What follows belongs to an exercise in optimizing a design on an open flow for small area, a short achievable clock period and few clock cycles; a production flow would make more cautious choices.
The RTL was checked by simulation tests, not by an equivalence proof against the original design.
No driver is modelled on the clock port, so clock power and skew are understated where the tree is cut down; a real chip needs a root buffer or a tree.
Power figures rest on the tool's default switching activity, not on a simulated workload.

== before ==
==> flow/design.v (excerpt) <==
module packet_header_decoder_crc32_top (
  input  logic                      clk_i,
  input  logic                      rst_ni,
  input  logic                      in_valid_i,
  output logic                      in_ready_o,
  input  logic [7:0]                data_byte_i,
  input  logic                      last_byte_i,
  output logic                      out_valid_o,
  input  logic                      out_ready_i,
  output logic [2:0]                status_o,
  output logic [1:0]                pkt_type_o,
  output logic                      truncated_o,
  output logic [phdc_pkg::WinW-1:0] window_o,
  output logic [phdc_pkg::LenW-1:0] payload_length_o,
  output logic [7:0]                seqnum_o,
  output logic [31:0]               timestamp_o,
  output logic [phdc_pkg::CrcW-1:0] header_crc_o,
  output logic [phdc_pkg::CrcW-1:0] payload_crc_o,
  output logic                      payload_crc_checked_o,
  input  logic                      cfg_valid_i,
  output logic                      cfg_ready_o,
  input  logic [0:0]                cfg_index_i,
  input  logic [phdc_pkg::LenW-1:0] cfg_data_i
);
For scale: ~750 cells after synthesis.
export LEC_CHECK = 0
export CAP_MARGIN = 20
export CORE_MARGIN = 2
export CORE_UTILIZATION = 70
export CTS_BUF_LIST = sky130_fd_sc_hd__clkbuf_8
export SETUP_SLACK_MARGIN = 0.5
export SLEW_MARGIN = 20
create_clock -name core_clock -period 11.0 [get_ports {clk_i}]
standard.sh (not shown) runs the stock make flow with config.mk's settings and CLKGATE_MAP_FILE= SYNTH_SCRIPT=/design/flow/synth_recipe.tcl, a recipe that flattens the netlist after the stock synthesis.
==> flow/flow/run.sh <==
#!/bin/bash
# Standard ORFS layout (standard.sh, with the standard synthesis), except:
#  - the port buffers are made from the smallest buffer cell;
#  - extra ORFS make variables for the layout steps from flow/make_vars.txt;
#  - flow/clock_tree.tcl builds the clock tree (the clock port drives four
#    mid inverters, each driving two leaf inverters, each leaf driving one
#    cluster of flip-flops) in place of ORFS's
#    CTS step, then repairs timing as that step does; make then carries on
#    from its result with global routing.
# The clock period and constraints are the design's (constraint.sdc as given).
# Each tool run writes its full output to its own log in this folder.
set -euo pipefail
MARGIN=$(cat flow/setup_margin.txt)
EXTRA=""
if [[ -f flow/make_vars.txt ]]; then
  EXTRA="$(cat flow/make_vars.txt)"
fi
export BUFFER_PORTS_ARGS="-buffer_cell sky130_fd_sc_hd__buf_1"
sed -E "s/SETUP_SLACK_MARGIN=[^ ]+/SETUP_SLACK_MARGIN=${MARGIN} ${EXTRA}/" standard.sh > standard_tuned.sh
bash standard.sh synth > synth_make.log 2>&1
bash standard_tuned.sh place > place_make.log 2>&1
export RESULTS="$PWD/orfs/results/${FLOW_PLATFORM}/packet_header_decoder_crc32_top/base"
export PLATFORM_DIR="$FLOW_HOME/platforms/${FLOW_PLATFORM}"
export LIB_FILE="$PLATFORM_DIR/lib/sky130_fd_sc_hd__tt_025C_1v80.lib"
export SETUP_MARGIN="$MARGIN"
export DONT_USE_CELLS="$(make -s -C "$FLOW_HOME" DESIGN_CONFIG="$PWD/config.mk" print-DONT_USE_CELLS 2> dont_use.log | sed -n 's/^DONT_USE_CELLS *[:=]* *//p')"
export NLEAF=$(cat flow/clock_leaves.txt)
export LEAF_BUF=$(cat flow/clock_leaf.txt)
export MID_FANOUT=2
export ROOT_BUF=$(cat flow/clock_root.txt)
openroad -no_init -exit flow/clock_tree.tcl > clock_tree.log 2>&1
bash standard_tuned.sh > layout_make.log 2>&1
==> flow/flow/setup_margin.txt <==
7.9
Other scripts of this flow, unchanged in this note and not shown: flow/flow/clock_leaf.txt, flow/flow/clock_leaves.txt, flow/flow/clock_root.txt, flow/flow/clock_tree.tcl, flow/flow/make_vars.txt
Testbench counts of before, summed over its fixed seeds: cycles 160,438.
Relative to before, the following input files were edited for after:
==> flow/flow/setup_margin.txt <==
8.0
==> comparison <==
Where hold slack is concerned, before is better than after.
Comparing before against after, there is no change at all in cell count after synthesis.
Setup WNS before -> after: better
Global-route wire length before repair deteriorates in after relative to before.
No run of this note takes its clock network from TritonCTS; it comes from the design's own scripts or RTL.

* * *

packet_header_decoder_crc32_top, a different RTL version from the one above (not shown whole).
For scale: ~160 I/O pins.
## packet_header_decoder_crc32_top
module packet_header_decoder_crc32_top (
  input  logic                      clk_i,
  input  logic                      rst_ni,
  input  logic                      in_valid_i,
  output logic                      in_ready_o,
  input  logic [7:0]                data_byte_i,
  input  logic                      last_byte_i,
  output logic                      out_valid_o,
  input  logic                      out_ready_i,
  output logic [2:0]                status_o,
  output logic [1:0]                pkt_type_o,
  output logic                      truncated_o,
  output logic [phdc_pkg::WinW-1:0] window_o,
  output logic [phdc_pkg::LenW-1:0] payload_length_o,
  output logic [7:0]                seqnum_o,
  output logic [31:0]               timestamp_o,
  output logic [phdc_pkg::CrcW-1:0] header_crc_o,
  output logic [phdc_pkg::CrcW-1:0] payload_crc_o,
  output logic                      payload_crc_checked_o,
  input  logic                      cfg_valid_i,
  output logic                      cfg_ready_o,
  input  logic [0:0]                cfg_index_i,
  input  logic [phdc_pkg::LenW-1:0] cfg_data_i
);
Settings: LEC_CHECK=0, CAP_MARGIN=20, CORE_MARGIN=2, CORE_UTILIZATION=75, SETUP_SLACK_MARGIN=0.5, SLEW_MARGIN=20; clock period 11.0 ns.
==> flow/flow/clock_tree.tcl <==
# Clock tree in place of ORFS's CTS step: the clock port drives mid cells
# (ROOT_BUF), each driving one or two leaf cells (LEAF_BUF); each leaf buffer drives one cluster of flip-flops, the
# clusters made by k-means on the flip-flops' placed positions.
read_db $::env(RESULTS)/3_place.odb
read_liberty $::env(LIB_FILE)
read_sdc $::env(RESULTS)/3_place.sdc
source $::env(PLATFORM_DIR)/setRC.tcl
set K $::env(NLEAF)
set LEAF $::env(LEAF_BUF)
set ROOTBUF $::env(ROOT_BUF)
set block [ord::get_db_block]
set dbu [$block getDbUnitsPerMicron]
set clk [lindex [all_clocks] 0]
set src [get_full_name [lindex [get_property $clk sources] 0]]
set net [$block findNet $src]
set pts {}
foreach it [$net getITerms] {
  if {![$it isInputSignal]} { continue }
  set inst [$it getInst]
  set bb [$inst getBBox]
  lappend pts [list [expr {([$bb xMin] + [$bb xMax]) / 2.0 / $dbu}] [expr {([$bb yMin] + [$bb yMax]) / 2.0 / $dbu}] "[$inst getName]/[[$it getMTerm] getName]"]
}
puts "clock sinks: [llength $pts]"
# k-means, deterministic start: points sorted by angle around the centroid
set cx 0; set cy 0
foreach p $pts { set cx [expr {$cx + [lindex $p 0]}]; set cy [expr {$cy + [lindex $p 1]}] }
set cx [expr {$cx / [llength $pts]}]; set cy [expr {$cy / [llength $pts]}]
set sorted [lsort -real -index 3 [lmap p $pts { list {*}$p [expr {atan2([lindex $p 1]-$cy, [lindex $p 0]-$cx)}] }]]
set cent {}
for {set k 0} {$k < $K} {incr k} {
  set p [lindex $sorted [expr {int(($k + 0.5) * [llength $sorted] / $K)}]]
  lappend cent [list [expr {($cx + [lindex $p 0]) / 2}] [expr {($cy + [lindex $p 1]) / 2}]]
}
set cap [expr {int(ceil(double([llength $pts]) / $K * 1.15))}]
for {set iter 0} {$iter < 30} {incr iter} {
  # balanced assignment: nearest centre with room, farthest points first
  set cnt [lrepeat $K 0]
  set asg {}
  set order {}
  foreach p $sorted {
    set best 1e9
    foreach c $cent { set d [expr {hypot([lindex $p 0]-[lindex $c 0], [lindex $p 1]-[lindex $c 1])}]; if {$d < $best} { set best $d } }
    lappend order [list $best $p]
  }
  foreach e [lsort -real -decreasing -index 0 $order] {
    set p [lindex $e 1]
    set bk -1; set bd 1e9
    for {set k 0} {$k < $K} {incr k} {
      if {[lindex $cnt $k] >= $cap} { continue }
      set c [lindex $cent $k]
      set d [expr {hypot([lindex $p 0]-[lindex $c 0], [lindex $p 1]-[lindex $c 1])}]
      if {$d < $bd} { set bd $d; set bk $k }
    }
    lset cnt $bk [expr {[lindex $cnt $bk] + 1}]
    lappend asg [list $bk $p]
  }
  set sx [lrepeat $K 0.0]; set sy [lrepeat $K 0.0]
  foreach a $asg {
    set k [lindex $a 0]; set p [lindex $a 1]
    lset sx $k [expr {[lindex $sx $k] + [lindex $p 0]}]
    lset sy $k [expr {[lindex $sy $k] + [lindex $p 1]}]
  }
  set cent {}
  for {set k 0} {$k < $K} {incr k} {
    lappend cent [list [expr {[lindex $sx $k] / max(1,[lindex $cnt $k])}] [expr {[lindex $sy $k] / max(1,[lindex $cnt $k])}]]
  }
}
puts "cluster sizes: $cnt"
# cells and nets are made directly in the database, so that inverters can
# serve as well as buffers (two inverting levels keep the clock's polarity)
set db [ord::get_db]
proc out_mterm {master} {
  foreach mt [$master getMTerms] {
    if {[$mt getSigType] eq "SIGNAL" && [$mt getIoType] eq "OUTPUT"} { return [$mt getName] }
  }
}
proc add_cell {master_name name x y} {
  global block db dbu
  set master [$db findMaster $master_name]
  set inst [odb::dbInst_create $block $master $name]
  $inst setLocation [expr {int($x * $dbu)}] [expr {int($y * $dbu)}]
  $inst setPlacementStatus PLACED
  return $inst
}
proc add_net {name} {
  global block
  set n [odb::dbNet_create $block $name]
  $n setSigType CLOCK
  return $n
}
set leaves {}
for {set k 0} {$k < $K} {incr k} {
  set c [lindex $cent $k]
  set inst [add_cell $LEAF clkleaf_$k [lindex $c 0] [lindex $c 1]]
  set ln [add_net clknet_leaf_$k]
  [$inst findITerm [out_mterm [$inst getMaster]]] connect $ln
  foreach a $asg {
    if {[lindex $a 0] != $k} { continue }
    set pin [lindex [lindex $a 1] 2]
    set slash [string last / $pin]
    set it [[$block findInst [string range $pin 0 [expr {$slash - 1}]]] findITerm [string range $pin [expr {$slash + 1}] end]]
    $it disconnect
    $it connect $ln
  }
  lappend leaves $inst
}
# mid level: the leaves in closest pairs (or singly, with MID_FANOUT 1), one
# mid cell per group, placed between its leaves; the clock port drives the
# mid cells
proc best_pairs {idx cent} {
  if {[llength $idx] == 0} { return [list 0.0 {}] }
  set a [lindex $idx 0]
  set best [list 1e18 {}]
  foreach b [lrange $idx 1 end] {
    set rest [lsearch -all -inline -not -exact [lrange $idx 1 end] $b]
    set sub [best_pairs $rest $cent]
    set ca [lindex $cent $a]; set cb [lindex $cent $b]
    set d [expr {hypot([lindex $ca 0]-[lindex $cb 0], [lindex $ca 1]-[lindex $cb 1]) + [lindex $sub 0]}]
    if {$d < [lindex $best 0]} { set best [list $d [concat [list [list $a $b]] [lindex $sub 1]]] }
  }
  return $best
}
set idx {}
for {set k 0} {$k < $K} {incr k} { lappend idx $k }
if {$::env(MID_FANOUT) == 2} {
  set groups [lindex [best_pairs $idx $cent] 1]
} else {
  set groups [lmap k $idx { list $k }]
}
set m 0
foreach g $groups {
  set x 0; set y 0
  foreach k $g { set x [expr {$x + [lindex [lindex $cent $k] 0]}]; set y [expr {$y + [lindex [lindex $cent $k] 1]}] }
  set x [expr {$x / [llength $g]}]; set y [expr {$y / [llength $g]}]
  if {[llength $g] == 1} {
    # next to its leaf, towards the middle of the core
    set x [expr {$x + 0.3 * ($cx - $x)}]; set y [expr {$y + 0.3 * ($cy - $y)}]
  }
  set inst [add_cell $ROOTBUF clkmid_$m $x $y]
  set mn [add_net clknet_mid_$m]
  [$inst findITerm [out_mterm [$inst getMaster]]] connect $mn
  [$inst findITerm A] connect $net
  foreach k $g { [[lindex $leaves $k] findITerm A] connect $mn }
  incr m
}
global_connect
foreach n [$block getNets] { if {[string match clknet_* [$n getName]]} { $n setSigType CLOCK } }
$net setSigType CLOCK
set_propagated_clock [all_clocks]
set_dont_use $::env(DONT_USE_CELLS)
# the rest as ORFS's cts.tcl does after its clock tree synthesis
estimate_parasitics -placement
detailed_placement
estimate_parasitics -placement
report_clock_skew
report_clock_latency
repair_timing -setup_margin $::env(SETUP_MARGIN) -hold_margin 0 -repair_tns 100 -verbose
detailed_placement
check_placement -verbose
estimate_parasitics -placement
report_clock_skew
report_checks -path_delay max -group_path_count 5 -format end
report_check_types -max_slew -max_capacitance
write_db $::env(RESULTS)/4_1_cts.odb
write_sdc $::env(RESULTS)/4_cts.sdc
Scripts as last shown in full above: flow/flow/run.sh
Other scripts of this flow, unchanged in this note and not shown: flow/flow/clock_leaf.txt, flow/flow/clock_leaves.txt, flow/flow/clock_root.txt, flow/flow/make_vars.txt, flow/flow/setup_margin.txt
The first run produced a clean layout.
Testbench counts at the start, summed over its fixed seeds: cycles 160,438.
Next try:
--- a/flow/flow/run.sh
+++ b/flow/flow/run.sh
@@ -7,3 +7,4 @@
-#    cluster of flip-flops) in place of ORFS's
-#    CTS step, then repairs timing as that step does; make then carries on
-#    from its result with global routing.
+#    cluster of flip-flops) in place of ORFS's CTS step, gives the registers
+#    that drive output ports the next drive strength, then repairs timing as
+#    that step does (aiming for flow/cts_setup_margin.txt); make then carries
+#    on from its result with global routing.
@@ -25,0 +27 @@
+export CTS_SETUP_MARGIN="$(cat flow/cts_setup_margin.txt)"
--- a/flow/flow/clock_tree.tcl
+++ b/flow/flow/clock_tree.tcl
@@ -157 +157,19 @@
-repair_timing -setup_margin $::env(SETUP_MARGIN) -hold_margin 0 -repair_tns 100 -verbose
+# registers that drive an output port's buffer get the next drive strength
+set up 0
+foreach port [get_ports -filter "direction==output"] {
+  set drv [get_pins -of_objects [get_nets [get_full_name $port]] -filter "direction==output"]
+  if {[llength $drv] != 1} { continue }
+  set inp [get_pins -of_objects [get_cells -of_objects $drv] -filter "direction==input"]
+  if {[llength $inp] != 1} { continue }
+  set d2 [get_pins -of_objects [get_nets -of_objects $inp] -filter "direction==output"]
+  if {[llength $d2] != 1} { continue }
+  set c [get_cells -of_objects $d2]
+  set ref [get_property $c ref_name]
+  if {[regexp {^(sky130_fd_sc_hd__df[a-z]+)_1$} $ref -> base]} {
+    replace_cell $c ${base}_2
+    incr up
+  }
+}
+puts "upsized $up output registers"
+estimate_parasitics -placement
+repair_timing -setup_margin $::env(CTS_SETUP_MARGIN) -hold_margin 0 -repair_tns 100 -verbose
==> flow/flow/cts_setup_margin.txt (new file) <==
8.15
CORE_UTILIZATION = 70   (was 75)
CTS_BUF_LIST = sky130_fd_sc_hd__clkbuf_8   (was default)
What happened:
- The new run finished clean
- die area rose by 6.9%
- maximum frequency rose by 0.89%
- power rose by 7.2%
- global-route usage rose by 1.2 points
- core utilization rose by 0.99 points
Next try:
--- a/flow/flow/run.sh
+++ b/flow/flow/run.sh
@@ -7,4 +7,3 @@
-#    cluster of flip-flops) in place of ORFS's CTS step, gives the registers
-#    that drive output ports the next drive strength, then repairs timing as
-#    that step does (aiming for flow/cts_setup_margin.txt); make then carries
-#    on from its result with global routing.
+#    cluster of flip-flops) in place of ORFS's
+#    CTS step, then repairs timing as that step does; make then carries on
+#    from its result with global routing.
@@ -27 +25,0 @@
-export CTS_SETUP_MARGIN="$(cat flow/cts_setup_margin.txt)"
--- a/flow/flow/clock_tree.tcl
+++ b/flow/flow/clock_tree.tcl
@@ -157,19 +157 @@
-# registers that drive an output port's buffer get the next drive strength
-set up 0
-foreach port [get_ports -filter "direction==output"] {
-  set drv [get_pins -of_objects [get_nets [get_full_name $port]] -filter "direction==output"]
-  if {[llength $drv] != 1} { continue }
-  set inp [get_pins -of_objects [get_cells -of_objects $drv] -filter "direction==input"]
-  if {[llength $inp] != 1} { continue }
-  set d2 [get_pins -of_objects [get_nets -of_objects $inp] -filter "direction==output"]
-  if {[llength $d2] != 1} { continue }
-  set c [get_cells -of_objects $d2]
-  set ref [get_property $c ref_name]
-  if {[regexp {^(sky130_fd_sc_hd__df[a-z]+)_1$} $ref -> base]} {
-    replace_cell $c ${base}_2
-    incr up
-  }
-}
-puts "upsized $up output registers"
-estimate_parasitics -placement
-repair_timing -setup_margin $::env(CTS_SETUP_MARGIN) -hold_margin 0 -repair_tns 100 -verbose
+repair_timing -setup_margin $::env(SETUP_MARGIN) -hold_margin 0 -repair_tns 100 -verbose
removed: flow/flow/cts_setup_margin.txt
Effect:
- The new run completed without violations
- worst setup slack is worse by 22 ps
- global-route usage came out lower by 3.0 points
- synthesized cell count stays the same
Next try:
CORE_UTILIZATION = 65   (was 70)
CTS_BUF_LIST = default   (was sky130_fd_sc_hd__clkbuf_8)
The changed run ran to the end with no violations.
Fmax decreases slightly.
Clock skew barely changes.
Flip-flop and latch count does not change.
Worst setup slack loses 15 ps.
No run of this note takes its clock network from TritonCTS; it comes from the design's own scripts or RTL.

==> re-timing with driven ports <==
The results above use ideal ports. As a check the final layouts listed here were re-extracted and re-timed, cells and wires unchanged.
Step 1 assumes that a clkbuf_16 drives the clock port and a buf_2 every other input.
Step 2 times the ports against the registers' clock, not the clock port: input delays grow and output delays shrink by t, the midpoint of the rising clock arrivals with the driver on.
Three values: ideal ports, drivers, drivers and shift; two values: the first two.
| run | t, ns | slack for setup (ns) | hold WS [ns] |
|---|---|---|---|
| before | 0.295 | 7.939 / 7.793 / 7.899 | 0.508 / 0.509 / 0.509 |
| after | 0.293 | 8.018 / 7.871 / 7.875 | 0.504 / 0.504 / 0.504 |
| the first run of note 2 | 0.288 | 8.020 / 7.875 / 7.876 | 0.457 / 0.457 / 0.457 |
| the second run of note 2 | 0.292 | 8.046 / 7.901 / 7.935 | 0.453 / 0.453 / 0.453 |
| the third run of note 2 | 0.288 | 8.025 / 7.890 / 7.857 | 0.456 / 0.457 / 0.457 |
| the fourth run of note 2 | 0.298 | 8.009 / 7.874 / 7.837 | 0.459 / 0.459 / 0.459 |
After both steps every run listed still meets setup and hold. The setup slack of the fourth run of note 2, which loses most, moves by -0.135 ns with the drivers and by -0.172 ns with both steps.
